This design comes from an exercise in tuning for small area on the open sky130 flow, not from production work. The RTL was checked by simulation tests, not by an equivalence proof against the original design. The clock input has no modelled driver; a real chip could not lean on it and would need a root buffer or a full tree. Power figures rest on the tool's default switching activity, not on a simulated workload.

<file path="design/flow/config.mk">
export PLATFORM = sky130hd
export DESIGN_NAME = uart_dbg_top
export DESIGN_NICKNAME = uart_dbg_top
export VERILOG_FILES = /design/flow/design.v
export SDC_FILE = /design/flow/constraint.sdc
export NUM_CORES = 4
export LEC_CHECK = 0
export CAP_MARGIN = 20
export CORE_MARGIN = 2
export CORE_UTILIZATION = 65
export SLEW_MARGIN = 20
</file>
<file path="design/flow/constraint.sdc">
create_clock -name core_clock -period 10.0 [get_ports {clk}]
set_input_delay 2.0000 -clock core_clock [delete_from_list [all_inputs] [get_ports {clk}]]
set_output_delay 2.0000 -clock core_clock [all_outputs]
set_load 0.01 [all_outputs]
</file>
<file path="design/flow/design.v">
`timescale 1ns/1ps
`default_nettype none
module uart_dbg_top #(
  parameter int unsigned CLKS_PER_BIT = 16,
  parameter int unsigned MEM_AW       = 5
) (
  input  logic        clk,
  input  logic        rst_i,
  input  logic        uart_rx_i,
  output logic        uart_tx_o,
  output logic        exec_valid_o,
  output logic [63:0] exec_addr_o,
  input  logic        done_i,
  input  logic [31:0] exit_code_i
);
  logic [55:0] e_q;
  logic [3:0]  ph_q;
  logic        hp_q, hs_q;
  logic [2:0] sync_q;
  logic [7:0] rc_q;
  logic [7:0] rxs_q;
  logic       rx_s, fall, rx_idle, rx_tick, rx_valid, rx_shift;
  logic [3:0] rx_k;
  assign rx_s     = sync_q[1];
  assign fall     = sync_q[2] & ~sync_q[1];
  assign rx_idle  = (rc_q == 8'd0);
  assign rx_tick  = (rc_q[3:0] == 4'd8);
  assign rx_k     = rc_q[7:4];
  assign rx_valid = rx_tick && (rx_k == 4'd9) && rx_s;
  assign rx_shift = rx_tick && rx_k != 4'd0 && rx_k != 4'd9;
  always_ff @(posedge clk) begin
    if (rst_i) begin
      sync_q <= 3'b111;
      rc_q   <= 8'd0;
    end else begin
      sync_q <= {sync_q[1:0], uart_rx_i};
      if (rx_idle) begin
        rc_q <= {7'd0, fall};
      end else if (rx_tick && ((rx_k == 4'd0 && rx_s) || rx_k == 4'd9)) begin
        rc_q <= 8'd0;
      end else begin
        rc_q <= rc_q + 8'd1;
      end
    end
  end
  always_ff @(posedge clk) begin
    if (rx_shift || hs_q) begin
      rxs_q <= {rx_s, rxs_q[7:1]};
    end
  end
  logic [7:0] tc_q;
  logic       tx_idle, tx_valid, tx_accept, tx_shift;
  logic [3:0] tx_k;
  assign tx_idle   = tc_q[7] & tc_q[5];
  assign tx_k      = tc_q[7:4];
  assign tx_accept = tx_valid & tx_idle;
  always_ff @(posedge clk) begin
    if (rst_i) begin
      tc_q <= 8'd160;
    end else if (tx_accept) begin
      tc_q <= 8'd0;
    end else if (!tx_idle) begin
      tc_q <= tc_q + 8'd1;
    end
  end
  assign tx_shift  = (tc_q[3:0] == 4'd15) && (tx_k != 4'd0) && (!tx_k[3] || tx_k == 4'd8);
  assign uart_tx_o = (tx_k == 4'd0) ? 1'b0 : (tx_k[3] && tx_k != 4'd8) ? 1'b1 : e_q[0];
  logic [15:0] ring_q [16];
  logic        match, mem_wr;
  logic [4:0]  addr;
  logic [7:0]  ring_byte;
  assign addr      = e_q[36:32];
  assign match     = (ph_q == addr[4:1]);
  assign ring_byte = addr[0] ? ring_q[15][15:8] : ring_q[15][7:0];
  always_ff @(posedge clk) begin
    ph_q <= ph_q + 4'd1;
    for (int i = 1; i < 16; i++) ring_q[i] <= ring_q[i-1];
    if (mem_wr) begin
      ring_q[0] <= addr[0] ? {rxs_q, ring_q[15][7:0]} : {ring_q[15][15:8], rxs_q};
    end else begin
      ring_q[0] <= ring_q[15];
    end
  end
  typedef enum logic [2:0] {
    S_IDLE  = 3'b000,
    S_HDR   = 3'b001,
    S_WRITE = 3'b010,
    S_ACK   = 3'b100,
    S_RD    = 3'b101,
    S_EOT   = 3'b110,
    S_EOC   = 3'b111
  } state_e;
  state_e      state_q;
  logic [1:0]  cmd_q;
  logic [3:0]  cnt_q;
  logic [31:0] exit_q;
  logic        pend_q;
  logic        wpend_q;
  logic [15:0] len;
  logic        len_zero, len_one;
  logic        dp_q, act_q, bw_q, len_ev, ph_last;
  logic        is_cmd, hdr_shift, hdr_last, rd_cap;
  logic [7:0]  tx_byte;
  assign len      = e_q[55:40];
  assign len_zero = (len == 16'd0);
  assign len_one  = (len == 16'd1);
  assign is_cmd    = (rxs_q[7:2] == 6'b000100) && (rxs_q[1:0] != 2'b00);
  assign hdr_last  = (cnt_q == 4'd15);
  assign hdr_shift = (state_q == S_HDR) && rx_valid &&
                     ((cmd_q == 2'b11) ? !hdr_last : (cnt_q == 4'd0 || cnt_q == 4'd8 || cnt_q == 4'd9));
  assign mem_wr    = wpend_q && match;
  assign rd_cap    = (state_q == S_RD) && (tx_k == 4'd9) && match;
  assign tx_valid = state_q[2];
  always_comb begin
    tx_byte = 8'h06;
    if (state_q == S_EOT) tx_byte = 8'h04;
    if (state_q == S_EOC) begin
      if (!cnt_q[2]) begin
        tx_byte = 8'h14;
      end else begin
        case (cnt_q[1:0])
          2'd0:    tx_byte = exit_q[7:0];
          2'd1:    tx_byte = exit_q[15:8];
          2'd2:    tx_byte = exit_q[23:16];
          default: tx_byte = exit_q[31:24];
        endcase
      end
    end
  end
  always_ff @(posedge clk) begin
    if (rst_i) begin
      state_q <= S_IDLE;
      pend_q  <= 1'b0;
    end else begin
      if (done_i && state_q != S_EOC) begin
        exit_q <= exit_code_i;
        pend_q <= 1'b1;
      end
      case (state_q)
        S_IDLE: begin
          if (rx_valid) begin
            if (rxs_q == 8'h06) begin
              cmd_q   <= 2'b00;
              state_q <= S_ACK;
            end else if (is_cmd) begin
              cmd_q   <= rxs_q[1:0];
              cnt_q   <= {rxs_q[1] & rxs_q[0], 3'd0};
              state_q <= S_HDR;
            end
          end else if (pend_q) begin
            pend_q  <= 1'b0;
            cnt_q   <= 4'd11;
            state_q <= S_EOC;
          end
        end
        S_HDR: begin
          if (rx_valid) begin
            cnt_q <= cnt_q + 4'd1;
            if (hdr_last) state_q <= S_ACK;
          end
        end
        S_ACK: begin
          if (tx_accept) begin
            if (cmd_q[1] == cmd_q[0]) state_q <= S_IDLE;
            else if (len_zero)        state_q <= S_EOT;
            else if (cmd_q[1])        state_q <= S_WRITE;
            else                      state_q <= S_RD;
          end
        end
        S_WRITE: begin
          if (rx_valid && len_one) state_q <= S_EOT;
        end
        S_RD: begin
          if (tx_accept && len_one) state_q <= S_EOT;
        end
        S_EOT: begin
          if (tx_accept) state_q <= S_IDLE;
        end
        default: begin
          if (tx_accept) begin
            if (cnt_q == 4'd15) state_q <= S_IDLE;
            else                cnt_q   <= cnt_q + 4'd1;
          end
        end
      endcase
    end
  end
  always_ff @(posedge clk) begin
    if (mem_wr) begin
      wpend_q <= 1'b0;
    end else if (state_q == S_WRITE && rx_valid) begin
      wpend_q <= 1'b1;
    end
  end
  always_ff @(posedge clk) begin
    if (ph_q[2:0] == 3'd7) hs_q <= hp_q;
    if (hdr_shift)                hp_q <= 1'b1;
    else if (ph_q[2:0] == 3'd7)   hp_q <= 1'b0;
  end
  assign ph_last = (ph_q == 4'd15);
  assign len_ev  = (state_q == S_WRITE && rx_valid) || (state_q == S_RD && tx_accept);
  always_ff @(posedge clk) begin
    if (ph_last) act_q <= dp_q;
    if (len_ev)       dp_q <= 1'b1;
    else if (ph_last) dp_q <= 1'b0;
    bw_q <= ph_last | (bw_q & ~e_q[40]);
  end
  always_ff @(posedge clk) begin
    if (hs_q || act_q) begin
      e_q[55]    <= act_q ? (e_q[40] ^ bw_q) : rxs_q[0];
      e_q[54:40] <= e_q[55:41];
    end
    if (hs_q) begin
      e_q[39:37] <= e_q[40:38];
      e_q[31:8]  <= e_q[32:9];
    end
    if (hs_q) begin
      e_q[36:32] <= e_q[37:33];
    end else if (mem_wr || (state_q == S_RD && tx_accept)) begin
      e_q[36:32] <= addr + 5'd1;
    end
    if (hs_q || tx_shift) begin
      e_q[7:0] <= e_q[8:1];
    end else if (rd_cap) begin
      e_q[7:0] <= ring_byte;
    end else if (tx_accept && state_q != S_RD) begin
      e_q[7:0] <= tx_byte;
    end
  end
  assign exec_valid_o = (state_q == S_ACK) && (cmd_q == 2'b11);
  assign exec_addr_o  = {rxs_q, e_q};
endmodule
`default_nettype wire
</file>
<file path="design/flow/flow/run.sh">
#!/bin/bash
set -euo pipefail
bash standard.sh synth > synth.log 2>&1
export BUFFER_PORTS_ARGS="-buffer_cell sky130_fd_sc_hd__buf_1"
export CTS_ARGS="-sink_clustering_enable -repair_clock_nets -dont_use_dummy_load -buf_list {sky130_fd_sc_hd__clkbuf_8} -root_buf sky130_fd_sc_hd__clkbuf_8 -sink_clustering_size 22 -sink_clustering_max_diameter 60"
export POST_FLOORPLAN_TCL=$PWD/flow/rmp.tcl
export POST_CTS_TCL=$PWD/flow/ctsfix.tcl
mkdir -p orfs/objects/sky130hd/uart_dbg_top/base/rmp
bash standard.sh finish > finish.log 2>&1
</file>
<file path="design/flow/flow/ctsfix.tcl">
# Clock tree clean-up after CTS:
# 1. bypass the clock buffers that only drive other clock buffers below the
#    root, so the root drives the leaf buffers directly;
# 2. upsize leaf clock buffers whose flip-flop clock pins would see a slow
#    edge, so every clock pin stays well inside the slew limit.
set block [ord::get_db_block]
set bypassed 0
foreach inst [$block getInsts] {
  if {![string match "sky130_fd_sc_hd__clkbuf_*" [[$inst getMaster] getName]]} { continue }
  set a [$inst findITerm A]
  set x [$inst findITerm X]
  set in_net [$a getNet]
  set out_net [$x getNet]
  if {$in_net eq "NULL" || $out_net eq "NULL"} { continue }
  # the input must come from another clock buffer (not the port)
  set drv_is_buf 0
  foreach it [$in_net getITerms] {
    if {[$it isOutputSignal] && [string match "sky130_fd_sc_hd__clkbuf_*" [[[$it getInst] getMaster] getName]]} {
      set drv_is_buf 1
    }
  }
  if {!$drv_is_buf} { continue }
  # every load must be a clock buffer input
  set loads {}
  set only_bufs 1
  foreach it [$out_net getITerms] {
    if {$it eq $x} { continue }
    if {![string match "sky130_fd_sc_hd__clkbuf_*" [[[$it getInst] getMaster] getName]]} { set only_bufs 0 }
    lappend loads $it
  }
  if {!$only_bufs || [llength $loads] == 0 || [llength [$out_net getBTerms]] > 0} { continue }
  foreach it $loads {
    $it disconnect
    $it connect $in_net
  }
  $x disconnect
  $a disconnect
  odb::dbInst_destroy $inst
  odb::dbNet_destroy $out_net
  incr bypassed
}
puts "ctsfix: bypassed $bypassed clock buffers"

estimate_parasitics -placement
set_propagated_clock [all_clocks]
set up 0
foreach inst [get_cells *] {
  if {[get_property $inst ref_name] ne "sky130_fd_sc_hd__clkbuf_8"} { continue }
  set net [get_nets -of_objects [get_pins -of_objects $inst -filter "direction==output"]]
  set worst 0.0
  set leaf 1
  foreach p [get_pins -of_objects $net -filter "direction==input"] {
    if {[string match "*clkbuf*" [get_property [get_cells -of_objects $p] ref_name]]} { set leaf 0 }
    set s [get_property $p slew_max]
    if {$s > $worst} { set worst $s }
  }
  if {$leaf && $worst > 0.118} {
    puts "ctsfix: [get_full_name $inst] worst sink slew $worst, upsizing"
    replace_cell $inst sky130_fd_sc_hd__clkbuf_16
    incr up
  }
}
puts "ctsfix: upsized $up clock buffers"
if {$up > 0} {
  detailed_placement
  check_placement -verbose
  estimate_parasitics -placement
}
</file>
<file path="design/flow/flow/rmp.tcl">
# Re-map the combinational logic for area after floorplan
set lib [lindex $::env(LIB_FILES) 0]
restructure -target area -liberty_file $lib \
  -tielo_port "sky130_fd_sc_hd__conb_1/LO" -tiehi_port "sky130_fd_sc_hd__conb_1/HI" \
  -work_dir $::env(OBJECTS_DIR)/rmp -abc_logfile $::env(LOG_DIR)/rmp_abc.log
report_design_area
</file>
<file path="design/flow/standard.sh">
#!/bin/bash
# synth_recipe.tcl (not shown) runs the flow's synth.tcl, then flattens the netlist and writes it again
# the make line also repeats each setting of config.mk as NAME=value (left out here)
make -C /OpenROAD-flow-scripts/flow DESIGN_CONFIG=/design/flow/config.mk WORK_HOME=/design/flow/orfs CLKGATE_MAP_FILE= SYNTH_SCRIPT=/design/flow/synth_recipe.tcl "${@:-finish}"
</file>
==> metrics.md, run 1 <==
| Metric | Value |
|---|---|
| Run status | `no timing/DRC/antenna violations` |
| Net Sw Frac | `0.224` |
| Sinks on Clock Net | `roughly 400` |
| Post-route minimum period | `about 3800 ps` |
| Sequential cell area | `approximately 9000 um^2` |
| Pint | `about 2.0 mW` |
| CP peak stage delay | `540 ps` |
| Setup Skew | `about 57 ps` |
| Pin count of the biggest net entering global routing | `35` |
| Number of synthesized flops with an enable pin | `approximately 100` |
| #FFs+latches synth | `391` |
| Type of the worst min-delay path | `flip-flop to flip-flop` |
| CP bufs+invs | `2` |
| Number of violations reported at the end of detailed-routing iteration 0 | `approximately 480` |
| Slew at the pin with the worst max-slew slack | `between 900 and 1000 ps` |
| Net count reported at finish | `around 860` |
| Seq pwr share | `0.667` |
| Prevailing post-synth register cell | `sky130_fd_sc_hd__dfxtp_1` |
| Number of global-route vias before repair | `5,427` |
| CP top delay family | `flip-flops` |
| Layout filler cell count | `roughly 1,100` |
| Routed wire length | `between 15 and 20 mm` |
| Cell Rows | `47` |
| Later-pin clock latency in the skew report | `600 ps` |
| Max Cap Violations | `0` |
| Final routed wire length divided by cell count | `approximately 18 um` |
| Overall overflow remaining after global route | `0` |
| Number of antenna violations at the first check in global routing | `0` |
| Most instantiated library cell after synthesis | `sky130_fd_sc_hd__dfxtp_1` |
| Top cells by instance count after synthesis | `sky130_fd_sc_hd__dfxtp_1 (287), sky130_fd_sc_hd__edfxtp_1 (104), sky130_fd_sc_hd__nor2_1 (34)` |
| Cells on Worst Hold Path | `0` |
| HPWL after detailed placement | `12.9 mm` |
| Post-synth top area cell | `sky130_fd_sc_hd__dfxtp_1` |
| Slack of the critical path | `roughly 6200 ps` |
| Number of max-slew violations in the final report | `0` |
| Post-route antenna net violation count | `0` |
| Overall Global Routing Usage | `0.219` |
| Sort of element at the end of the critical path | `output pin` |
| Number of optimization iterations in the first detailed-route pass | `5` |
| Combinational family with the most area after synthesis | `simple AND/OR/NAND/NOR gates` |
| Setup slack on the worst flop-to-flop path | `around 6900 ps` |
| Multiplexer share of the synthesized area | `0.0300` |
| Required arrival time at the worst endpoint | `about 8000 ps` |
| Synthesized net count | `~740` |
| Worst path cell trace | `clkinv_1 > nand2_1 > nor4_1 > buf_1` |
| Setup TNS after final layout | `0 ps` |
| Mapped cell area | `roughly 11,000 um^2` |
| Part of the total power dissipated in the clock network | `0.264` |
| Initial cell density of the core | `0.664` |
| Antenna Cells | `0` |
| Highest attainable clock frequency | `around 0.27 GHz` |
| Clk pin slew, worst setup/hold paths | `between 100 and 150 ps` |
| Global-route wire length before repair | `around 29 mm` |
| Cell with the biggest individual delay on the critical path | `sky130_fd_sc_hd__dfxtp_1` |
| RSZ-0062 raised after global routing | `false` |
| Instance count of the mapped netlist | `between 600 and 700` |
| Setup violators final | `0` |
| Final worst path period share | `0.375` |
| Kind of start point of the critical path | `flip-flop` |
| Fraction of post-synthesis cell area in the top cell type by area | `0.524` |
| Post-synthesis average cell area | `approximately 16 um^2` |
| Leakage power | `a little over 4 nW` |
| Top post-synthesis cells by area | `sky130_fd_sc_hd__dfxtp_1 (52%), sky130_fd_sc_hd__edfxtp_1 (28%), sky130_fd_sc_hd__mux2_2 (2.0%)` |
| Fin. Hold Viols | `0` |
| Number of placed I/O pins | `102` |
| Die area | `~18,000 um^2` |
| Kind of critical path | `flip-flop to output pin` |
| Area occupied by multi-input gates | `between 1000 and 1500 um^2` |
| Area of the core | `16,500 um^2` |
| Area share of xor/xnor cells in the synthesized design | `0.0176` |
| Post-synth ARST share | `0` |
| Final GP Congestion | `approximately 0.85` |
| Worst setup timing slack at the placement stage | `6580 ps` |
| Layout overhead on the synthesized area | `5.67%` |
| Vias/cell | `~5.4` |
| YS warnings | `2` |
| Count of unique library cells instantiated by Yosys | `between 60 and 70` |
| Count of cell instances traversed by the critical path | `4` |
| Horizontal die dimension | `approximately 130 um` |
| Port Buf Inserts | `101` |
| Number of vias in the routed layout | `between 5,000 and 6,000` |
| DIE HEIGHT | `between 100 and 150 um` |
| Detailed-route DRC error count | `0` |
| Peak supply drop | `about 0.14 mV` |
| Synthesized-area fraction occupied by adder cells | `0.0137` |
| Remaining max-slew budget at the tightest pin | `0.344` |
| Combinational cell fraction of total power | `0.069` |
| Share of final-layout standard cells stronger than drive strength 1 | `0.0317` |
| Pwr per Cell Area | `217 nW/um^2` |
| Seq/Total Area, Yosys | `0.808` |
| Crit-path max FO | `10` |
| Depth of the worst register-to-register path | `8` |
| Complex-gate fraction of the synthesized area | `0.0520` |
| Switching power | `564 uW` |
| Simple-Gate Fraction of Synth Area | `0.0649` |
| Arr. time, crit path | `1750 ps` |
kinds of logic after synthesis:
logic type | after synthesis
mux | 30
xor+xnor | 22
simple gates | 128
buf+inv | 35
flops | 391
fa+ha+maj | 12
compound gates | 76
sequential cells by signal, summed over array words and instances (netlist names), 4 cells and up:
| signal | count |
|---|---|
| ring_q | 256 |
| e_q | 56 |
| exit_q | 32 |
| rc_q | 8 |
| rxs_q | 8 |
| tc_q | 8 |
| cnt_q | 4 |
| ph_q | 4 |
worst register-to-register path, stage by stage (launching register included):
cell                       delay (ps)
sky130_fd_sc_hd__dfxtp_1          350
sky130_fd_sc_hd__clkinv_1         100
sky130_fd_sc_hd__nor4_1           430
sky130_fd_sc_hd__clkinv_1         180
sky130_fd_sc_hd__nor3_1           470
sky130_fd_sc_hd__clkinv_1         370
sky130_fd_sc_hd__nor2_1           310
sky130_fd_sc_hd__clkinv_1         190
sky130_fd_sc_hd__nor3_1           340
stage by stage:
step                instances   util  hold WS [ps]  area [um^2]  power (mW)
floorplan                 694      -           310        11000        1.88
global placement         1020  0.679           310        11200        1.89
detailed placement       1020  0.679           312        11200        1.89
global route             1041  0.701           297        11600        2.62
finish                   1041  0.701           297        11600        2.52
layout by cell type (no fill, tap or decap), types with 14 or more instances in the layout:
master / count
sky130_fd_sc_hd__nand2_1: 23
sky130_fd_sc_hd__clkbuf_8: 14
sky130_fd_sc_hd__dfxtp_1: 287
sky130_fd_sc_hd__o22ai_1: 29
sky130_fd_sc_hd__edfxtp_1: 104
sky130_fd_sc_hd__nor2_1: 39
sky130_fd_sc_hd__buf_1: 101
sky130_fd_sc_hd__a21oi_1: 14
sky130_fd_sc_hd__o21ai_0: 25
sky130_fd_sc_hd__clkinv_1: 66
sky130_fd_sc_hd__nor3_1: 14
cell type report:
class / instances / area share
Clock buffer: 21 / 0.0317
Inverter: 66 / 0.0214
Multi-Input combinational cell: 239 / 0.123
Sequential cell: 391 / 0.765
Tap cell: 220 / 0.0237
Timing Repair Buffer: 104 / 0.0347
per-layer routing:
| metal | GRT usage | wire length [um] | vias to the layer above |
|---|---|---|---|
| met5 | 0 | 0 | - |
| met4 | 0.0863 | 433 | 0 |
| met3 | 0.0790 | 1160 | 31 |
| met2 | 0.335 | 8560 | 177 |
| met1 | 0.289 | 8240 | 2664 |
| li1 | - | - | 2713 |
power groups by stage:
| stage | Sequential (mW) | Combinational (mW) | Clock (mW) |
|---|---|---|---|
| after global routing | 1.69 | 0.197 | 0.738 |
| after global placement | 1.72 | 0.175 | 0 |
| after floorplan | 1.73 | 0.155 | 0 |
| after detailed placement | 1.72 | 0.171 | 0 |
| final | 1.68 | 0.174 | 0.666 |
path summary, 6_finish.rpt:
kind	start	end
worst min register to register	ring_q[4][1]	ring_q[5][1]
worst max-delay path	state_q[1]	exec_valid_o
worst max register to register	rc_q[4]	cmd_q[0]
worst min-delay path	ring_q[4][1]	ring_q[5][1]
==> inputs of run 2 (changes only) <==
==> design/flow/flow/run.sh (replaced) <==
#!/bin/bash
set -euo pipefail
bash standard.sh synth > synth.log 2>&1
export BUFFER_PORTS_ARGS="-buffer_cell sky130_fd_sc_hd__buf_1"
export CTS_ARGS="-sink_clustering_enable -repair_clock_nets -dont_use_dummy_load -buf_list {sky130_fd_sc_hd__clkbuf_8} -root_buf sky130_fd_sc_hd__clkbuf_8 -sink_clustering_size 20 -sink_clustering_max_diameter 60"
export POST_FLOORPLAN_TCL=$PWD/flow/rmp.tcl
export POST_CTS_TCL=$PWD/flow/ctsfix.tcl
mkdir -p orfs/objects/sky130hd/uart_dbg_top/base/rmp
bash standard.sh finish > finish.log 2>&1
==> run 2 against run 1 <==
Compared with the run above:
- cell count up 0.19%
- worst setup slack improved by 48 ps
- core utilization shrank 0.31 points
- critical path depth unchanged
- via count is 1.1% higher
- final area shrank 0.44%
- total power decreased by 2.0%
- global-route usage is 0.081 points lower
- register-to-register slack got worse by 50 ps
- highest routed layer unchanged
- still clean
- synthesized area unchanged
==> metrics.md, run 2 <==
| Metric | Value |
|---|---|
| Overall Global Routing Usage | `0.218 (-0.000814)` |
| Initial cell density of the core | `0.664 (unchanged)` |
| Crit Reg-Reg Startpoint | `rc_q[4]` |
| Sort of element at the end of the critical path | `output pin` |
| Clk pin slew, worst setup/hold paths | `110 ps (about the same)` |
| Final worst path period share | `0.370 (-0.00479)` |
| HPWL after detailed placement | `12.9 mm (unchanged)` |
| Sinks on Clock Net | `391 (unchanged)` |
| Cells on Worst Hold Path | `0 (unchanged)` |
| Antenna Cells | `0 (unchanged)` |
| Number of synthesized flops with an enable pin | `104 (unchanged)` |
| Number of antenna violations at the first check in global routing | `0 (unchanged)` |
| Overall overflow remaining after global route | `0 (unchanged)` |
| Area of the core | `16,500 um^2 (unchanged)` |
| Depth of the worst register-to-register path | `8 (unchanged)` |
| Share of final-layout standard cells stronger than drive strength 1 | `0.0340 (+0.00235)` |
| Final routed wire length divided by cell count | `17.4 um (-1.7%)` |
| Setup Skew | `36.1 ps (-21.3 ps)` |
| Slew at the pin with the worst max-slew slack | `973 ps (+0.194 ps)` |
| Instance count of the mapped netlist | `694 (unchanged)` |
| Final non-filler cell total | `1,043 (+0.19%)` |
| Hold wc startpoint | `ring_q[14][8]` |
| Final-layout worst hold slack | `299 ps (+2.08 ps)` |
| Setup violators final | `0 (unchanged)` |
| Arr. time, crit path | `1700 ps (-50 ps)` |
| Post-synth ARST share | `0 (unchanged)` |
| Post-route antenna net violation count | `0 (unchanged)` |
| Setup TNS after final layout | `0 ps (unchanged)` |
| Port Buf Inserts | `101 (unchanged)` |
| Top post-synthesis cells by area | `sky130_fd_sc_hd__dfxtp_1 (52%), sky130_fd_sc_hd__edfxtp_1 (28%), sky130_fd_sc_hd__mux2_2 (2.0%)` |
| DIE HEIGHT | `134 um (unchanged)` |
| Number of placed I/O pins | `102 (unchanged)` |
| Prevailing post-synth register cell | `sky130_fd_sc_hd__dfxtp_1` |
| Pwr per Cell Area | `214 nW/um^2 (-1.6%)` |
| Most frequent cells in the layout | `sky130_fd_sc_hd__dfxtp_1 (287), sky130_fd_sc_hd__edfxtp_1 (104), sky130_fd_sc_hd__buf_1 (101), sky130_fd_sc_hd__clkinv_1 (66), sky130_fd_sc_hd__nor2_1 (39)` |
| Final GP Congestion | `0.854 (unchanged)` |
| Fin. Hold Viols | `0 (unchanged)` |
| Required arrival time at the worst endpoint | `8000 ps (about the same)` |
| Number of violations reported at the end of detailed-routing iteration 0 | `419 (-12%)` |
| Remaining max-slew budget at the tightest pin | `0.344 (about the same)` |
| Most instantiated library cell after synthesis | `sky130_fd_sc_hd__dfxtp_1` |
| Routed wire length | `18.1 mm (-1.5%)` |
| Count of unique library cells instantiated by Yosys | `63 (unchanged)` |
| Peak supply drop | `0.156 mV (+7.9%)` |
| Leakage power | `4.05 nW (-0.53%)` |
| Terminus of the critical flop-to-flop path | `cnt_q[0]` |
| Layout overhead on the synthesized area | `5.20%` |
| Crit-path max FO | `10 (unchanged)` |
| WHS Endpoint | `ring_q[15][8]` |
| Number of max-slew violations in the final report | `0 (unchanged)` |
| Horizontal die dimension | `134 um (unchanged)` |
| #FFs+latches synth | `391 (unchanged)` |
| Largest register by flop count | `ring_q` |
| Kind of critical path | `flip-flop to output pin` |
| Fraction of post-synthesis cell area in the top cell type by area | `0.524 (unchanged)` |
| Run status | `no timing/DRC/antenna violations` |
| Die area | `17,900 um^2 (unchanged)` |
| Setup slack on the worst flop-to-flop path | `6890 ps (-50 ps)` |
| Post-route minimum period | `3700 ps (-47.9 ps)` |
| Mapped cell area | `11,000 um^2 (unchanged)` |
| YS warnings | `2 (unchanged)` |
| Top cells by instance count after synthesis | `sky130_fd_sc_hd__dfxtp_1 (287), sky130_fd_sc_hd__edfxtp_1 (104), sky130_fd_sc_hd__nor2_1 (34)` |
| Post-synthesis average cell area | `15.8 um^2 (unchanged)` |
| Seq/Total Area, Yosys | `0.808 (unchanged)` |
| Number of global-route vias before repair | `5,444 (+0.31%)` |
| Number of optimization iterations in the first detailed-route pass | `5 (unchanged)` |
| Vias/cell | `5.41 (+0.92%)` |
| Number of flip-flops in the largest register | `256 (unchanged)` |
| Highest attainable clock frequency | `0.270 GHz (+1.3%)` |
| Layout filler cell count | `1,141 (+0.80%)` |
| Post-synth top area cell | `sky130_fd_sc_hd__dfxtp_1` |
| Largest registers in the final layout | `ring_q: 256 flops, e_q: 56 flops, exit_q: 32 flops` |
| Later-pin clock latency in the skew report | `570 ps (-30 ps)` |
| Most common cell after layout, fill and taps aside | `sky130_fd_sc_hd__dfxtp_1` |
| Global-route wire length before repair | `28.7 mm (-0.57%)` |
| Cell Rows | `47 (unchanged)` |
| Max Cap Violations | `0 (unchanged)` |
| Kind of start point of the critical path | `flip-flop` |
| Type of the worst min-delay path | `flip-flop to flip-flop` |
| Synthesized net count | `742 (unchanged)` |
| RSZ-0062 raised after global routing | `false` |
| Placed instance count | `1,020 (unchanged)` |
| Detailed-route DRC error count | `0 (unchanged)` |
| Number of vias in the routed layout | `5,647 (+1.1%)` |
| Net count reported at finish | `861 (+0.23%)` |
| Pin count of the biggest net entering global routing | `35 (unchanged)` |
run 2: kinds of logic (layout without fill, tap and decap cells):
family,after synthesis,in the layout,synth area share
AND/OR/NAND/NOR,128,106,0.0649
adder cells (fa/ha/maj),12,0,0.0137
multiplexers,30,0,0.0300
XOR/XNOR,22,1,0.0176
buffers and inverters,35,193,0.0133
flip-flops,391,391,0.808
AO/OA/AOI/OAI,76,132,0.0520
run 2: where the power goes:
part	leakage (nW)	switching, mW	internal [mW]	total [mW]
Clock	0.165	0.410	0.204	0.614
Sequential	3.32	0.0304	1.65	1.68
Combinational	0.568	0.117	0.0592	0.176
Total	4.05	0.557	1.91	2.47
run 2: critical path: stages (launching register included):
cell                       delay [ps]
sky130_fd_sc_hd__dfxtp_1          530
sky130_fd_sc_hd__clkinv_1         230
sky130_fd_sc_hd__nand2_1          170
sky130_fd_sc_hd__nor4_1            80
sky130_fd_sc_hd__buf_1            140
run 2: per-stage QoR:
stage | setup slack [ps] | power, mW | utilization | cell area, um^2
3_3_place_gp | 6660 | 1.89 | 0.679 | 11200
6_report | 6300 | 2.47 | 0.698 | 11500
2_1_floorplan | 6010 | 1.88 | - | 11000
3_5_place_dp | 6580 | 1.89 | 0.679 | 11200
5_1_grt | 6160 | 2.58 | 0.698 | 11500
run 2: how the worst max path moves through the flow:
stage | start | endpoint | slack (ps) | depth (start not counted)
after floorplan | rst_i | exit_q[0] | 6010 | 2
after global placement | rst_i | rc_q[0] | 6660 | 4
after detailed placement | rst_i | rc_q[0] | 6580 | 4
after global routing | state_q[1] | exec_valid_o | 6160 | 4
final | state_q[1] | exec_valid_o | 6300 | 4
run 2: final cells by class:
cell class                 instances  area (um^2)  area share
multi-input combinational        239         1430       0.124
sequential                       391         8870       0.769
clock buffer                      23          317      0.0274
inverter                          66          248      0.0215
tap                              220          275      0.0239
timing repair buffer             104          402      0.0348
run 2: per-layer routing:
metal,share of wire,global-route usage
met5,0,0
met4,0.028,0.110
met3,0.067,0.0684
met2,0.46,0.326
met1,0.44,0.291
==> inputs of run 3 (changes only) <==
--- a/design/flow/design.v
+++ b/design/flow/design.v
@@ -99,5 +99,5 @@
   logic [15:0] len;
   logic        len_zero, len_one;
-  logic        dp_q, act_q, bw_q, len_ev, ph_last;
+  logic        act_q, bw_q, len_ev, ph_last, is_hdr, op_edge, op_q;
   logic        is_cmd, hdr_shift, hdr_last, rd_cap;
   logic [7:0]  tx_byte;
@@ -193,15 +193,14 @@
     end
   end
-  always_ff @(posedge clk) begin
-    if (ph_q[2:0] == 3'd7) hs_q <= hp_q;
-    if (hdr_shift)                hp_q <= 1'b1;
-    else if (ph_q[2:0] == 3'd7)   hp_q <= 1'b0;
-  end
   assign ph_last = (ph_q == 4'd15);
   assign len_ev  = (state_q == S_WRITE && rx_valid) || (state_q == S_RD && tx_accept);
-  always_ff @(posedge clk) begin
-    if (ph_last) act_q <= dp_q;
-    if (len_ev)       dp_q <= 1'b1;
-    else if (ph_last) dp_q <= 1'b0;
+  assign is_hdr  = (state_q == S_HDR);
+  assign op_edge = is_hdr ? (ph_q[2:0] == 3'd7) : ph_last;
+  assign hs_q    = op_q & is_hdr;
+  assign act_q   = op_q & ~is_hdr;
+  always_ff @(posedge clk) begin
+    if (op_edge) op_q <= hp_q;
+    if (hdr_shift || len_ev) hp_q <= 1'b1;
+    else if (op_edge)        hp_q <= 1'b0;
     bw_q <= ph_last | (bw_q & ~e_q[40]);
   end
--- a/design/flow/config.mk
+++ b/design/flow/config.mk
@@ -8,4 +8,4 @@
 export CAP_MARGIN = 20
 export CORE_MARGIN = 2
-export CORE_UTILIZATION = 65
+export CORE_UTILIZATION = 58
 export SLEW_MARGIN = 20
==> run 3 against run 2 <==
Compared with the run above:
- still clean
- cell count increased by 0.86%
- via count decreased by 0.27%
- die area increased by 10%
- global-route usage decreased by 1.6 points
- clock skew increased by 4.2 ps
- wire length increased by 2.5%
- sequential share of layout area decreased by 0.40 points
- count of clock-buffer cells in the layout unchanged
- largest cell class unchanged
==> metrics.md, run 3 <==
| Metric | Value |
|---|---|
| Number of placed I/O pins | `102 (unchanged)` |
| Setup slack on the worst flop-to-flop path | `6660 ps (-230 ps)` |
| Sort of element at the end of the critical path | `output pin` |
| YS warnings | `2 (unchanged)` |
| Number of vias in the routed layout | `5,632 (-0.27%)` |
| Fin. Hold Viols | `0 (unchanged)` |
| Required arrival time at the worst endpoint | `8000 ps (about the same)` |
| Number of global-route vias before repair | `5,488 (+0.81%)` |
| Post-route minimum period | `3900 ps (+192 ps)` |
| Area of the core | `18,100 um^2 (+9.8%)` |
| Crit-path max FO | `8 (-2)` |
| Mapped cell area | `10,800 um^2 (-1.3%)` |
| Antenna Cells | `0 (unchanged)` |
| Kind of critical path | `flip-flop to output pin` |
| Part of the total power dissipated in the clock network | `0.249 (about the same)` |
| Largest register by flop count | `ring_q` |
| Sinks on Clock Net | `389 (-0.51%)` |
| Most instantiated library cell after synthesis | `sky130_fd_sc_hd__dfxtp_1` |
| Top cells by instance count after synthesis | `sky130_fd_sc_hd__dfxtp_1 (286), sky130_fd_sc_hd__edfxtp_1 (103), sky130_fd_sc_hd__nor2_1 (45)` |
| Number of antenna violations at the first check in global routing | `0 (unchanged)` |
| Instance count of the mapped netlist | `699 (+0.72%)` |
| Leakage power | `3.96 nW (-2.1%)` |
| Number of max-slew violations in the final report | `0 (unchanged)` |
| Post-synth top area cell | `sky130_fd_sc_hd__dfxtp_1` |
| Pint | `1.96 mW (+2.2%)` |
| HPWL after detailed placement | `12.9 mm (about the same)` |
| Number of optimization iterations in the first detailed-route pass | `5 (unchanged)` |
| Seq pwr share | `0.662 (-0.019)` |
| DIE HEIGHT | `141 um (+5.0%)` |
| Number of violations reported at the end of detailed-routing iteration 0 | `393 (-6.2%)` |
| RSZ-0062 raised after global routing | `false` |
| Final worst path period share | `0.390 (+0.0192)` |
| Largest registers in the final layout | `ring_q: 256 flops, e_q: 56 flops, exit_q: 32 flops` |
| Vias/cell | `5.35 (-1.1%)` |
| Setup TNS after final layout | `0 ps (unchanged)` |
| Post-synthesis average cell area | `15.5 um^2 (-2.1%)` |
| Setup violators final | `0 (unchanged)` |
| Pin count of the biggest net entering global routing | `36 (+2.9%)` |
| Layout overhead on the synthesized area | `6.59%` |
| Net Sw Frac | `0.239 (+0.0142)` |
| Run status | `no timing/DRC/antenna violations` |
| Overall power consumption | `2.57 mW (+4.1%)` |
| Post-synth ARST share | `0 (unchanged)` |
| Kind of start point of the critical path | `flip-flop` |
| Type of the worst min-delay path | `flip-flop to flip-flop` |
| Combinational cell fraction of total power | `0.089 (+0.018)` |
| Slew at the pin with the worst max-slew slack | `939 ps (-33.9 ps)` |
| Final-layout worst hold slack | `310 ps (+11.4 ps)` |
| Clk pin slew, worst setup/hold paths | `110 ps (about the same)` |
| Horizontal die dimension | `141 um (+5.0%)` |
| Synthesized net count | `747 (+0.67%)` |
| Detailed-route DRC error count | `0 (unchanged)` |
| Most common cell after layout, fill and taps aside | `sky130_fd_sc_hd__dfxtp_1` |
| Overall Global Routing Usage | `0.202 (-0.0161)` |
| Overall overflow remaining after global route | `0 (unchanged)` |
| Prevailing post-synth register cell | `sky130_fd_sc_hd__dfxtp_1` |
| Die area | `19,800 um^2 (+10%)` |
| Fraction of post-synthesis cell area in the top cell type by area | `0.529 (+0.00530)` |
| Share of final-layout standard cells stronger than drive strength 1 | `0.0328 (-0.00122)` |
| Max Cap Violations | `0 (unchanged)` |
| Number of flip-flops in the largest register | `256 (unchanged)` |
| Count of unique library cells instantiated by Yosys | `55 (-13%)` |
| Setup Skew | `40.4 ps (+4.23 ps)` |
| #FFs+latches synth | `389 (-0.51%)` |
| Switching power | `616 uW (+11%)` |
| Arr. time, crit path | `1900 ps (+200 ps)` |
| Later-pin clock latency in the skew report | `590 ps (+20 ps)` |
| Seq/Total Area, Yosys | `0.815 (+0.00641)` |
| Port Buf Inserts | `101 (unchanged)` |
| Pwr per Cell Area | `223 nW/um^2 (+4.2%)` |
| Highest attainable clock frequency | `0.257 GHz (-4.9%)` |
| Peak supply drop | `0.167 mV (+7.4%)` |
| Global-route wire length before repair | `29.3 mm (+2.0%)` |
| Routed wire length | `18.6 mm (+2.5%)` |
| Top post-synthesis cells by area | `sky130_fd_sc_hd__dfxtp_1 (53%), sky130_fd_sc_hd__edfxtp_1 (29%), sky130_fd_sc_hd__mux2_2 (2.0%)` |
| Initial cell density of the core | `0.596 (-0.0675)` |
| Net count reported at finish | `861 (unchanged)` |
| Final GP Congestion | `0.868 (+1.6%)` |
| Post-route antenna net violation count | `0 (unchanged)` |
| Cell Rows | `49 (+4.3%)` |
| Remaining max-slew budget at the tightest pin | `0.373 (+0.0282)` |
| Most frequent cells in the layout | `sky130_fd_sc_hd__dfxtp_1 (286), sky130_fd_sc_hd__edfxtp_1 (103), sky130_fd_sc_hd__buf_1 (101), sky130_fd_sc_hd__clkinv_1 (68), sky130_fd_sc_hd__nor2_1 (38)` |
| Number of synthesized flops with an enable pin | `103 (-0.96%)` |
| Final routed wire length divided by cell count | `17.7 um (+1.7%)` |
## run 3: routing by layer
layer  vias to the layer above  track usage  part of all wire
li1                       2718            -                 -
met3                        39       0.0720             0.054
met5                         -            0                 0
met4                         0       0.0911             0.030
met2                       158        0.295              0.45
met1                      2717        0.275              0.47
## run 3: per-stage QoR
stage / setup slack, ps / cell area, um^2 / util / cells
after floorplan: 6010 / 10800 / - / 699
after global routing: 5900 / 11500 / 0.636 / 1052
after global placement: 6570 / 11200 / 0.617 / 1029
after detailed placement: 6560 / 11200 / 0.617 / 1029
final: 6100 / 11500 / 0.636 / 1052
## run 3: cells by family after synthesis
group	Yosys count	synth area share
compound gates	84	0.0518
xor+xnor	22	0.0178
fa+ha+maj	13	0.0148
buf+inv	30	0.0109
flops	389	0.815
mux	25	0.0253
simple gates	136	0.0645
## run 3: cell type report
class | instances | area [um^2]
fillers | 1357 | 6610
multi-input cells | 241 | 1450
inverters | 68 | 255
well taps | 229 | 287
clock buffers | 23 | 339
repair buffers | 102 | 387
flip-flops and latches | 389 | 8820
## run 3: worst paths after layout
check / startpoint / end / depth (start not counted)
max: state_q[2] / exec_valid_o / 4
min: ring_q[0][1] / ring_q[1][1] / 0
max reg2reg: state_q[0] / e_q[3] / 6
min reg2reg: ring_q[0][1] / ring_q[1][1] / 0
## run 3: critical path: stages, from the launching register on
cell	delay [ps]
sky130_fd_sc_hd__dfxtp_1	410
sky130_fd_sc_hd__clkinv_1	260
sky130_fd_sc_hd__nor3_1	260
sky130_fd_sc_hd__and3_1	210
sky130_fd_sc_hd__buf_1	190
## run 3: power by group through the flow
stage	clock network (mW)	logic [mW]	registers, mW
floorplan	0	0.219	1.77
global placement	0	0.230	1.74
detailed placement	0	0.226	1.74
global route	0.720	0.254	1.71
finish	0.641	0.228	1.70
==> inputs of run 4 (changes only) <==
--- a/design/flow/config.mk
+++ b/design/flow/config.mk
@@ -8,4 +8,4 @@
 export CAP_MARGIN = 20
 export CORE_MARGIN = 2
-export CORE_UTILIZATION = 58
+export CORE_UTILIZATION = 72
 export SLEW_MARGIN = 20
==> run 4 against run 3 <==
Compared with the run above:
- sequential power hardly changed
- worst hold slack better by 16 ps
- register-to-register slack better by 20 ps
- clock power decreased by 3%
- final area shrank 0.66%
- wire length increased by 5.7%
- total power shrank 0.77%
- synthesized area unchanged
- core utilization grew 15 points
- largest power group unchanged
- critical path depth unchanged
- worst setup slack worse by 45 ps
- die area decreased by 19%
==> metrics.md, run 4 <==
| Metric | Value |
|---|---|
| Crit-path max FO | `8 (unchanged)` |
| DIE HEIGHT | `127 um (-10%)` |
| Die area | `16,000 um^2 (-19%)` |
| Top post-synthesis cells by area | `sky130_fd_sc_hd__dfxtp_1 (53%), sky130_fd_sc_hd__edfxtp_1 (29%), sky130_fd_sc_hd__mux2_2 (2.0%)` |
| Slew at the pin with the worst max-slew slack | `986 ps (+47.1 ps)` |
| Final GP Congestion | `0.888 (+2.3%)` |
| Seq/Total Area, Yosys | `0.815 (unchanged)` |
| Leakage power | `3.95 nW (-0.24%)` |
| Kind of critical path | `flip-flop to output pin` |
| Post-route antenna net violation count | `0 (unchanged)` |
| Share of final-layout standard cells stronger than drive strength 1 | `0.0316 (-0.00118)` |
| Overall Global Routing Usage | `0.260 (+0.0579)` |
| Layout overhead on the synthesized area | `5.89%` |
| Final core area utilization | `0.785 (+0.150)` |
| Net count reported at finish | `860 (-0.12%)` |
| Setup violators final | `0 (unchanged)` |
| Detailed-route DRC error count | `0 (unchanged)` |
| Instance count of the mapped netlist | `699 (unchanged)` |
| Max Cap Violations | `0 (unchanged)` |
| Post-synthesis average cell area | `15.5 um^2 (unchanged)` |
| Global-route wire length before repair | `30.4 mm (+3.9%)` |
| Prevailing post-synth register cell | `sky130_fd_sc_hd__dfxtp_1` |
| Setup Skew | `27.0 ps (-13.4 ps)` |
| Run status | `no timing/DRC/antenna violations` |
| Peak supply drop | `0.178 mV (+6.7%)` |
| Fraction of post-synthesis cell area in the top cell type by area | `0.529 (unchanged)` |
| Pin count of the biggest net entering global routing | `36 (unchanged)` |
| Arr. time, crit path | `1940 ps (+40 ps)` |
| Sinks on Clock Net | `389 (unchanged)` |
| Largest registers in the final layout | `ring_q: 256 flops, e_q: 56 flops, exit_q: 32 flops` |
| Number of vias in the routed layout | `5,758 (+2.2%)` |
| Kind of start point of the critical path | `flip-flop` |
| Type of the worst min-delay path | `flip-flop to flip-flop` |
| Remaining max-slew budget at the tightest pin | `0.335 (-0.0371)` |
| Later-pin clock latency in the skew report | `550 ps (-40 ps)` |
| Number of optimization iterations in the first detailed-route pass | `5 (unchanged)` |
| Most common cell after layout, fill and taps aside | `sky130_fd_sc_hd__dfxtp_1` |
| Required arrival time at the worst endpoint | `8000 ps (about the same)` |
| Number of synthesized flops with an enable pin | `103 (unchanged)` |
| Fin area | `11,500 um^2 (-0.66%)` |
| RSZ-0062 raised after global routing | `false` |
| Clk pin slew, worst setup/hold paths | `110 ps (about the same)` |
| YS warnings | `2 (unchanged)` |
| Highest attainable clock frequency | `0.254 GHz (-1.2%)` |
| Number of violations reported at the end of detailed-routing iteration 0 | `525 (+34%)` |
| Number of placed I/O pins | `102 (unchanged)` |
| Cell Rows | `44 (-10%)` |
| Initial cell density of the core | `0.742 (+0.145)` |
| Final worst path period share | `0.394 (+0.00455)` |
| Post-synth top area cell | `sky130_fd_sc_hd__dfxtp_1` |
| Pwr per Cell Area | `223 nW/um^2 (-0.11%)` |
| Final routed wire length divided by cell count | `19.5 um (+11%)` |
| Number of global-route vias before repair | `5,621 (+2.4%)` |
| Setup TNS after final layout | `0 ps (unchanged)` |
| #FFs+latches synth | `389 (unchanged)` |
| Most frequent cells in the layout | `sky130_fd_sc_hd__dfxtp_1 (286), sky130_fd_sc_hd__edfxtp_1 (103), sky130_fd_sc_hd__buf_1 (101), sky130_fd_sc_hd__clkinv_1 (68), sky130_fd_sc_hd__nor2_1 (38)` |
| Overall overflow remaining after global route | `0 (unchanged)` |
| Number of antenna violations at the first check in global routing | `0 (unchanged)` |
| Most instantiated library cell after synthesis | `sky130_fd_sc_hd__dfxtp_1` |
| Count of unique library cells instantiated by Yosys | `55 (unchanged)` |
| Area of the core | `14,600 um^2 (-20%)` |
| Fin. Hold Viols | `0 (unchanged)` |
| HPWL after detailed placement | `13.1 mm (+1.1%)` |
| Final-layout worst hold slack | `326 ps (+15.6 ps)` |
| Sort of element at the end of the critical path | `output pin` |
| Post-route minimum period | `3940 ps (+45.5 ps)` |
| Port Buf Inserts | `101 (unchanged)` |
| Synthesized net count | `747 (unchanged)` |
| Vias/cell | `5.72 (+6.9%)` |
| Cell area after placement | `11,100 um^2 (-0.44%)` |
| Number of max-slew violations in the final report | `0 (unchanged)` |
| Post-synth ARST share | `0 (unchanged)` |
| Largest register by flop count | `ring_q` |
| Mapped cell area | `10,800 um^2 (unchanged)` |
| Horizontal die dimension | `127 um (-10%)` |
| Routed wire length | `19.6 mm (+5.7%)` |
| Antenna Cells | `0 (unchanged)` |
| Top cells by instance count after synthesis | `sky130_fd_sc_hd__dfxtp_1 (286), sky130_fd_sc_hd__edfxtp_1 (103), sky130_fd_sc_hd__nor2_1 (45)` |
| Number of flip-flops in the largest register | `256 (unchanged)` |
-- run 4: area by class of cell --
| class | count | area [um^2] |
|---|---|---|
| tap | 184 | 230 |
| multi-input combinational | 241 | 1450 |
| inverter | 68 | 255 |
| timing repair buffer | 103 | 394 |
| sequential | 389 | 8820 |
| fill | 835 | 3130 |
| clock buffer | 21 | 312 |
-- run 4: logic make-up after synthesis --
logic type,after synthesis,share of synthesized area
buf+inv,30,0.0109
simple gates,136,0.0645
fa+ha+maj,13,0.0148
compound gates,84,0.0518
flops,389,0.815
xor+xnor,22,0.0178
mux,25,0.0253
-- run 4: final timing paths --
check,start,to,slack [ps],depth (start not counted)
min,ring_q[6][9],ring_q[7][9],330,0
max,state_q[2],exec_valid_o,6060,4
min reg2reg,ring_q[6][9],ring_q[7][9],330,0
max reg2reg,state_q[0],e_q[4],6680,6
-- run 4: per-stage QoR --
| step | setup WS [ps] | std cells | total power, mW |
|---|---|---|---|
| 2_1_floorplan | 6010 | 699 | 1.99 |
| 3_3_place_gp | 6560 | 985 | 1.95 |
| 3_5_place_dp | 6440 | 985 | 1.96 |
| 5_1_grt | 5940 | 1006 | 2.65 |
| 6_report | 6060 | 1006 | 2.55 |
-- run 4: routing by layer --
layer  global-route usage  wire length (um)
met1                0.331              8130
met2                0.414              9460
met3               0.0831              1420
met4                0.114               612
met5                    0                 0
-- run 4: worst max-delay path: stages, from the launching register on --
cell and delay, ps:
sky130_fd_sc_hd__dfxtp_1 440, sky130_fd_sc_hd__clkinv_1 280, sky130_fd_sc_hd__nor3_1 290, sky130_fd_sc_hd__and3_1 190, sky130_fd_sc_hd__buf_1 210
-- run 4: report_power, final --
part	internal [mW]	leakage (nW)	switching, mW
combinational	0.0726	0.544	0.155
clock	0.204	0.161	0.417
sequential	1.66	3.25	0.0401
total	1.94	3.95	0.613
==> inputs of run 5 (changes only) <==
--- a/design/flow/config.mk
+++ b/design/flow/config.mk
@@ -8,4 +8,4 @@
 export CAP_MARGIN = 20
 export CORE_MARGIN = 2
-export CORE_UTILIZATION = 72
+export CORE_UTILIZATION = 65
 export SLEW_MARGIN = 20
==> run 5 against run 4 <==
Compared with the run above:
- total power decreased by 0.24%
- combinational power grew 2%
- core utilization decreased by 8.4 points
- final area increased by 0.41%
- flip-flop and latch count did not move
==> metrics.md, run 5 <==
| Metric | Value |
|---|---|
| Most common cell after layout, fill and taps aside | `sky130_fd_sc_hd__dfxtp_1` |
| Number of max-slew violations in the final report | `0 (unchanged)` |
| Post-synthesis average cell area | `15.5 um^2 (unchanged)` |
| Synthesized net count | `747 (unchanged)` |
| Cell with the biggest individual delay on the critical path | `sky130_fd_sc_hd__dfxtp_1` |
| Worst setup path start | `state_q[2]` |
| Post-synth ARST share | `0 (unchanged)` |
| Sort of element at the end of the critical path | `output pin` |
| Detailed-route DRC error count | `0 (unchanged)` |
| Final-layout worst hold slack | `307 ps (-19.2 ps)` |
| Horizontal die dimension | `133 um (+5.1%)` |
| Pin count of the biggest net entering global routing | `36 (unchanged)` |
| Worst path cell trace | `clkinv_1 > nor3_1 > and3_1 > buf_1` |
| Pwr per Cell Area | `221 nW/um^2 (-0.65%)` |
| Number of placed I/O pins | `102 (unchanged)` |
| Peak supply drop | `0.166 mV (-6.7%)` |
| Kind of critical path | `flip-flop to output pin` |
| Terminus of the critical flop-to-flop path | `cmd_q[0]` |
| Mapped cell area | `10,800 um^2 (unchanged)` |
| Run status | `no timing/DRC/antenna violations` |
| DIE HEIGHT | `133 um (+5.1%)` |
| Setup Skew | `62.4 ps (+35.3 ps)` |
| Port Buf Inserts | `101 (unchanged)` |
| CP peak stage delay | `450 ps (about the same)` |
| Final non-filler cell total | `1,043 (+3.7%)` |
| Fin. Hold Viols | `0 (unchanged)` |
| Placed instance count | `1,021 (+3.7%)` |
| Max Cap Violations | `0 (unchanged)` |
| Crit Reg-Reg Startpoint | `rc_q[7]` |
| Highest attainable clock frequency | `0.253 GHz (-0.14%)` |
| Number of global-route vias before repair | `5,460 (-2.9%)` |
| Worst setup path endpoint | `exec_valid_o` |
| Arr. time, crit path | `1950 ps (about the same)` |
| Overall overflow remaining after global route | `0 (unchanged)` |
| Slew at the pin with the worst max-slew slack | `1010 ps (+20.9 ps)` |
| Number of synthesized flops with an enable pin | `103 (unchanged)` |
| Final worst path period share | `0.395 (+0.000544)` |
| Routed wire length | `18.6 mm (-5.2%)` |
| RSZ-0062 raised after global routing | `false` |
| Number of optimization iterations in the first detailed-route pass | `5 (unchanged)` |
| Die area | `17,700 um^2 (+10%)` |
| Final routed wire length divided by cell count | `17.8 um (-8.5%)` |
| Number of vias in the routed layout | `5,650 (-1.9%)` |
| Top post-synthesis cells by area | `sky130_fd_sc_hd__dfxtp_1 (53%), sky130_fd_sc_hd__edfxtp_1 (29%), sky130_fd_sc_hd__mux2_2 (2.0%)` |
| Vias/cell | `5.42 (-5.4%)` |
| Fraction of post-synthesis cell area in the top cell type by area | `0.529 (unchanged)` |
| Number of violations reported at the end of detailed-routing iteration 0 | `472 (-10%)` |
| Remaining max-slew budget at the tightest pin | `0.321 (-0.0141)` |
| Global-route wire length before repair | `29.1 mm (-4.5%)` |
| Post-route minimum period | `3950 ps (+5.44 ps)` |
| Top cells by instance count after synthesis | `sky130_fd_sc_hd__dfxtp_1 (286), sky130_fd_sc_hd__edfxtp_1 (103), sky130_fd_sc_hd__nor2_1 (45)` |
| Setup slack on the worst flop-to-flop path | `6700 ps (+20 ps)` |
| Largest register by flop count | `ring_q` |
| Clk pin slew, worst setup/hold paths | `110 ps (about the same)` |
| Area of the core | `16,400 um^2 (+12%)` |
| Layout overhead on the synthesized area | `6.32%` |
| Depth of the worst register-to-register path | `8 (+2)` |
| Cell Rows | `47 (+6.8%)` |
| Final GP Congestion | `0.884 (-0.50%)` |
| Setup TNS after final layout | `0 ps (unchanged)` |
| Required arrival time at the worst endpoint | `8000 ps (about the same)` |
| Initial cell density of the core | `0.660 (-0.0822)` |
| Seq/Total Area, Yosys | `0.815 (unchanged)` |
| Net count reported at finish | `861 (+0.12%)` |
| Overall Global Routing Usage | `0.224 (-0.0355)` |
| Share of final-layout standard cells stronger than drive strength 1 | `0.0328 (+0.00118)` |
| Type of the worst min-delay path | `flip-flop to flip-flop` |
| Kind of start point of the critical path | `flip-flop` |
| Most frequent cells in the layout | `sky130_fd_sc_hd__dfxtp_1 (286), sky130_fd_sc_hd__edfxtp_1 (103), sky130_fd_sc_hd__buf_1 (101), sky130_fd_sc_hd__clkinv_1 (68), sky130_fd_sc_hd__nor2_1 (38)` |
| Post-route antenna net violation count | `0 (unchanged)` |
| Post-synth top area cell | `sky130_fd_sc_hd__dfxtp_1` |
| Antenna Cells | `0 (unchanged)` |
| Setup violators final | `0 (unchanged)` |
| Count of unique library cells instantiated by Yosys | `55 (unchanged)` |
| #FFs+latches synth | `389 (unchanged)` |
| Instance count of the mapped netlist | `699 (unchanged)` |
| Sinks on Clock Net | `389 (unchanged)` |
| HPWL after detailed placement | `13.2 mm (+0.84%)` |
| Number of flip-flops in the largest register | `256 (unchanged)` |
| Number of antenna violations at the first check in global routing | `0 (unchanged)` |
| YS warnings | `2 (unchanged)` |
| Crit-path max FO | `8 (unchanged)` |
| Largest registers in the final layout | `ring_q: 256 flops, e_q: 56 flops, exit_q: 32 flops` |
| Prevailing post-synth register cell | `sky130_fd_sc_hd__dfxtp_1` |
| Most instantiated library cell after synthesis | `sky130_fd_sc_hd__dfxtp_1` |
| Leakage power | `3.96 nW (about the same)` |
| Later-pin clock latency in the skew report | `560 ps (about the same)` |
-- run 5: cell counts after synthesis --
No cell type changed its count.
-- run 5: layer usage --
layer / vias to the layer above / track usage / share of wire
li1: 2715 / - / -
met1: 2677 / 0.300 / 0.45
met2: 215 / 0.335 / 0.46
met3: 43 / 0.0678 / 0.059
met4: 0 / 0.116 / 0.034
met5: - / 0 / 0
-- run 5: critical path: cells and delay by family, from the launching register on --
family	cells	cell delay, ps
flops	1	450
simple gates	2	470
buf+inv	2	470
-- run 5: through the flow --
stage	power (mW)	cell area [um^2]	worst slack, ps	util
after floorplan	1.99	10800	6010	-
after detailed placement	1.96	11200	6520	0.682
final	2.55	11500	6050	0.701
after global routing	2.65	11500	5910	0.701
after global placement	1.97	11200	6510	0.682
-- run 5: cell families after synthesis --
family / Yosys count / share of synthesized area
adder cells (fa/ha/maj): 13 / 0.0148
AND/OR/NAND/NOR: 136 / 0.0645
buffers and inverters: 30 / 0.0109
multiplexers: 25 / 0.0253
AO/OA/AOI/OAI: 84 / 0.0518
XOR/XNOR: 22 / 0.0178
flip-flops: 389 / 0.815
-- run 5: power breakdown --
part	leakage (nW)	switching [mW]	total, mW	internal [mW]
sequential	3.25	0.0411	1.70	1.66
combinational	0.544	0.159	0.232	0.0726
clock	0.163	0.407	0.611	0.204
total	3.96	0.607	2.55	1.94
-- run 5: area by class of cell --
cell class,instances,area [um^2]
tap,220,275
fill,1065,4900
sequential,389,8820
clock buffer,22,314
inverter,68,255
timing repair buffer,103,394
multi-input combinational,241,1450
-- run 5: worst min-delay path by stage --
stage | to | start | slack [ps] | cells after the start
finish | ring_q[9][7] | ring_q[8][7] | 310 | 0
global placement | ring_q[3][1] | ring_q[2][1] | 310 | 0
global route | ring_q[9][7] | ring_q[8][7] | 300 | 0
floorplan | ring_q[10][0] | ring_q[9][0] | 310 | 0
detailed placement | ring_q[10][8] | ring_q[9][8] | 310 | 0
==> inputs of run 6 (changes only) <==
--- a/design/flow/design.v
+++ b/design/flow/design.v
@@ -199,9 +199,10 @@
   assign hs_q    = op_q & is_hdr;
   assign act_q   = op_q & ~is_hdr;
+  assign bw_q = hp_q;
   always_ff @(posedge clk) begin
     if (op_edge) op_q <= hp_q;
-    if (hdr_shift || len_ev) hp_q <= 1'b1;
-    else if (op_edge)        hp_q <= 1'b0;
-    bw_q <= ph_last | (bw_q & ~e_q[40]);
+    if (hdr_shift || len_ev)  hp_q <= 1'b1;
+    else if (is_hdr)          hp_q <= hp_q & ~op_edge;
+    else if (op_q)            hp_q <= hp_q & ~e_q[40];
   end
   always_ff @(posedge clk) begin
==> run 6 against run 5 <==
Compared with the run above:
- cell count decreased by 0.58%
- total power increased by 0.92%
- global-route usage decreased by 1.5 points
- die area about the same
- fmax increased by 5.5%
- count of clock-buffer cells in the layout decreased by 1
- via count decreased by 2.5%
- critical path type unchanged
- non-clock buffer count unchanged
- critical endpoint unchanged
- register-to-register slack got worse by 130 ps
- synthesized area about the same
- worst hold slack improved by 7.3 ps
- sequential share of layout area increased by 0.067 points
==> metrics.md, run 6 <==
| Metric | Value |
|---|---|
| Run status | `no timing/DRC/antenna violations` |
| Switching power | `613 uW (+0.91%)` |
| Setup Skew | `31.3 ps (-31.0 ps)` |
| Pin count of the biggest net entering global routing | `36 (unchanged)` |
| Most instantiated library cell after synthesis | `sky130_fd_sc_hd__dfxtp_1` |
| Count of unique library cells instantiated by Yosys | `59 (+7.3%)` |
| Peak supply drop | `0.169 mV (+1.4%)` |
| Setup TNS after final layout | `0 ps (unchanged)` |
| Crit-path max FO | `9 (+1)` |
| Highest attainable clock frequency | `0.267 GHz (+5.5%)` |
| Kind of start point of the critical path | `flip-flop` |
| Top post-synthesis cells by area | `sky130_fd_sc_hd__dfxtp_1 (53%), sky130_fd_sc_hd__edfxtp_1 (29%), sky130_fd_sc_hd__mux2_2 (1.8%)` |
| Worst setup path endpoint | `exec_valid_o` |
| Initial cell density of the core | `0.660 (about the same)` |
| Type of the worst min-delay path | `flip-flop to flip-flop` |
| HPWL after detailed placement | `12.3 mm (-7.0%)` |
| #FFs+latches synth | `388 (-0.26%)` |
| Post-route minimum period | `3740 ps (-207 ps)` |
| Area occupied by multi-input gates | `1460 um^2 (+0.60%)` |
| Fraction of post-synthesis cell area in the top cell type by area | `0.527 (-0.00191)` |
| Most frequent cells in the layout | `sky130_fd_sc_hd__dfxtp_1 (285), sky130_fd_sc_hd__edfxtp_1 (103), sky130_fd_sc_hd__buf_1 (101), sky130_fd_sc_hd__clkinv_1 (61), sky130_fd_sc_hd__nor2_1 (44)` |
| Seq pwr share | `0.669 (about the same)` |
| Layout filler cell count | `1,122 (+5.4%)` |
| Max Cap Violations | `0 (unchanged)` |
| Mapped cell area | `10,800 um^2 (about the same)` |
| Overall overflow remaining after global route | `0 (unchanged)` |
| YS warnings | `2 (unchanged)` |
| Fin. Hold Viols | `0 (unchanged)` |
| Horizontal die dimension | `133 um (about the same)` |
| Global-route wire length before repair | `27.3 mm (-6.1%)` |
| Depth of the worst register-to-register path | `5 (-3)` |
| Number of placed I/O pins | `102 (unchanged)` |
| Required arrival time at the worst endpoint | `8000 ps (about the same)` |
| Number of vias in the routed layout | `5,511 (-2.5%)` |
| Final GP Congestion | `0.887 (+0.43%)` |
| Post-synth ARST share | `0 (unchanged)` |
| Die area | `17,700 um^2 (about the same)` |
| Sinks on Clock Net | `388 (-0.26%)` |
| Synthesized net count | `740 (-0.94%)` |
| Layout overhead on the synthesized area | `5.98%` |
| Post-synthesis average cell area | `15.6 um^2 (+0.88%)` |
| Post-synth top area cell | `sky130_fd_sc_hd__dfxtp_1` |
| Final worst path period share | `0.374 (-0.0207)` |
| Instance count of the mapped netlist | `693 (-0.86%)` |
| Setup violators final | `0 (unchanged)` |
| Number of optimization iterations in the first detailed-route pass | `5 (unchanged)` |
| Number of antenna violations at the first check in global routing | `0 (unchanged)` |
| Fin area | `11,500 um^2 (-0.31%)` |
| Arr. time, crit path | `1740 ps (-210 ps)` |
| Port Buf Inserts | `101 (unchanged)` |
| Routed wire length | `17.4 mm (-6.7%)` |
| RSZ-0062 raised after global routing | `false` |
| Setup slack on the worst flop-to-flop path | `6570 ps (-130 ps)` |
| Sequential cell area | `8800 um^2 (-0.23%)` |
| Part of the total power dissipated in the clock network | `0.237 (-0.003)` |
| Vias/cell | `5.31 (-1.9%)` |
| Later-pin clock latency in the skew report | `570 ps (about the same)` |
| Sort of element at the end of the critical path | `output pin` |
| Largest register by flop count | `ring_q` |
| Largest registers in the final layout | `ring_q: 256 flops, e_q: 56 flops, exit_q: 32 flops` |
| Net count reported at finish | `855 (-0.70%)` |
| Terminus of the critical flop-to-flop path | `e_q[6]` |
| Remaining max-slew budget at the tightest pin | `0.297 (-0.0245)` |
| Combinational cell fraction of total power | `0.094 (+0.003)` |
| Detailed-route DRC error count | `0 (unchanged)` |
| Prevailing post-synth register cell | `sky130_fd_sc_hd__dfxtp_1` |
| Slew at the pin with the worst max-slew slack | `1040 ps (+36.3 ps)` |
| Final-layout worst hold slack | `314 ps (+7.33 ps)` |
| Crit Reg-Reg Startpoint | `op_q` |
| Number of max-slew violations in the final report | `0 (unchanged)` |
| Post-route antenna net violation count | `0 (unchanged)` |
| Cell area after placement | `11,200 um^2 (-0.30%)` |
| Kind of critical path | `flip-flop to output pin` |
| Top cells by instance count after synthesis | `sky130_fd_sc_hd__dfxtp_1 (285), sky130_fd_sc_hd__edfxtp_1 (103), sky130_fd_sc_hd__nor2_1 (37)` |
| Overall Global Routing Usage | `0.209 (-0.0153)` |
| Pint | `1.96 mW (+0.92%)` |
| Leakage power | `3.99 nW (+0.75%)` |
| Area of the core | `16,400 um^2 (unchanged)` |
| Number of violations reported at the end of detailed-routing iteration 0 | `333 (-29%)` |
| Final routed wire length divided by cell count | `16.7 um (-6.1%)` |
| Most common cell after layout, fill and taps aside | `sky130_fd_sc_hd__dfxtp_1` |
| Share of final-layout standard cells stronger than drive strength 1 | `0.0318 (-0.000983)` |
| Worst setup path start | `state_q[1]` |
| Antenna Cells | `0 (unchanged)` |
| DIE HEIGHT | `133 um (about the same)` |
| Number of synthesized flops with an enable pin | `103 (unchanged)` |
| Net Sw Frac | `0.238 (about the same)` |
| Pwr per Cell Area | `224 nW/um^2 (+1.2%)` |
| Cell Rows | `47 (unchanged)` |
| Number of flip-flops in the largest register | `256 (unchanged)` |
| Number of global-route vias before repair | `5,216 (-4.5%)` |
| Clk pin slew, worst setup/hold paths | `100 ps (about the same)` |
| Seq/Total Area, Yosys | `0.813 (-0.00194)` |
## run 6: cells by family (layout without fill, tap and decap cells)
family | Yosys count | in the layout | share of synthesized area
adders and majority gates | 12 | 0 | 0.0136
xor gates and xnor gates | 23 | 1 | 0.0186
buffers and inverters | 30 | 186 | 0.0126
AOI/OAI and AO/OA | 85 | 130 | 0.0563
and+or+nand+nor | 133 | 112 | 0.0636
muxes | 22 | 0 | 0.0223
DFF | 388 | 388 | 0.813
## run 6: layer usage
metal,up-vias,global-route usage,part of all wire
li1,2703,-,-
met1,2601,0.280,0.46
met3,26,0.0663,0.062
met5,-,0,0
met4,0,0.107,0.026
met2,181,0.310,0.45
## run 6: area by class of cell
cell class / count / area share
flip-flops and latches: 388 / 0.767
clock buffers: 21 / 0.0272
repair buffers: 103 / 0.0344
well taps: 220 / 0.0240
multi-input cells: 243 / 0.127
inverters: 62 / 0.0203
## run 6: how the worst min path moves through the flow
stage | startpoint | end | slack (ps) | cells past startpoint
2_1_floorplan | ring_q[9][0] | ring_q[10][0] | 310 | 0
3_3_place_gp | ring_q[0][10] | ring_q[1][10] | 310 | 0
3_5_place_dp | ring_q[14][11] | ring_q[15][11] | 310 | 0
5_1_grt | ring_q[0][9] | ring_q[1][9] | 310 | 0
6_report | ring_q[0][1] | ring_q[1][1] | 310 | 0
## run 6: worst max-delay path, stage by stage, from the launching register on
cell and delay [ps]:
sky130_fd_sc_hd__dfxtp_1 490, sky130_fd_sc_hd__clkinv_1 320, sky130_fd_sc_hd__nand3_1 190, sky130_fd_sc_hd__nor2_1 60, sky130_fd_sc_hd__buf_1 140
## run 6: power groups by stage
stage	registers (mW)	clock network, mW	logic [mW]
finish	1.72	0.609	0.241
floorplan	1.75	0	0.217
global route	1.73	0.688	0.267
detailed placement	1.75	0	0.239
global placement	1.75	0	0.232
## run 6: metrics by stage
step	setup WS [ps]	total power [mW]	util	std cells
2_1_floorplan	6030	1.96	-	693
3_3_place_gp	5990	1.98	0.680	1016
3_5_place_dp	5580	1.99	0.680	1016
5_1_grt	6130	2.68	0.699	1037
6_report	6260	2.57	0.699	1037

## what the ideal ports hide
The flow's constraints put no driver on any port. The routed layouts listed below were extracted and timed again, unchanged, in two steps.
Step 1, drivers: a clkbuf_16 drives clk and a buf_2 each remaining input, both assumed.
Step 2 adds t to the input delays and takes it off the output delays; t is the mean of the earliest and latest rising clock arrival at the registers after step 1. Input paths then give back, and output paths get back, about the clock's delay inside the block.
Slacks: no drivers / after step 1 / after step 2; pairs: no drivers / after step 1.
| run | t, ns | slack for setup (ns) | latest minus earliest clock arrival (ns) |
|---|---|---|---|
| run 1 | 0.610 | 6.248 / 6.209 / 6.572 | 0.059 / 0.060 |
| run 2 | 0.587 | 6.296 / 6.258 / 6.549 | 0.037 / 0.037 |
| run 3 | 0.614 | 6.104 / 6.065 / 6.530 | 0.042 / 0.042 |
| run 4 | 0.585 | 6.058 / 6.016 / 6.410 | 0.028 / 0.027 |
| run 5 | 0.571 | 6.053 / 6.015 / 6.520 | 0.062 / 0.063 |
| run 6 | 0.597 | 6.260 / 6.219 / 6.327 | 0.032 / 0.032 |
After both steps every run listed still meets setup and hold.
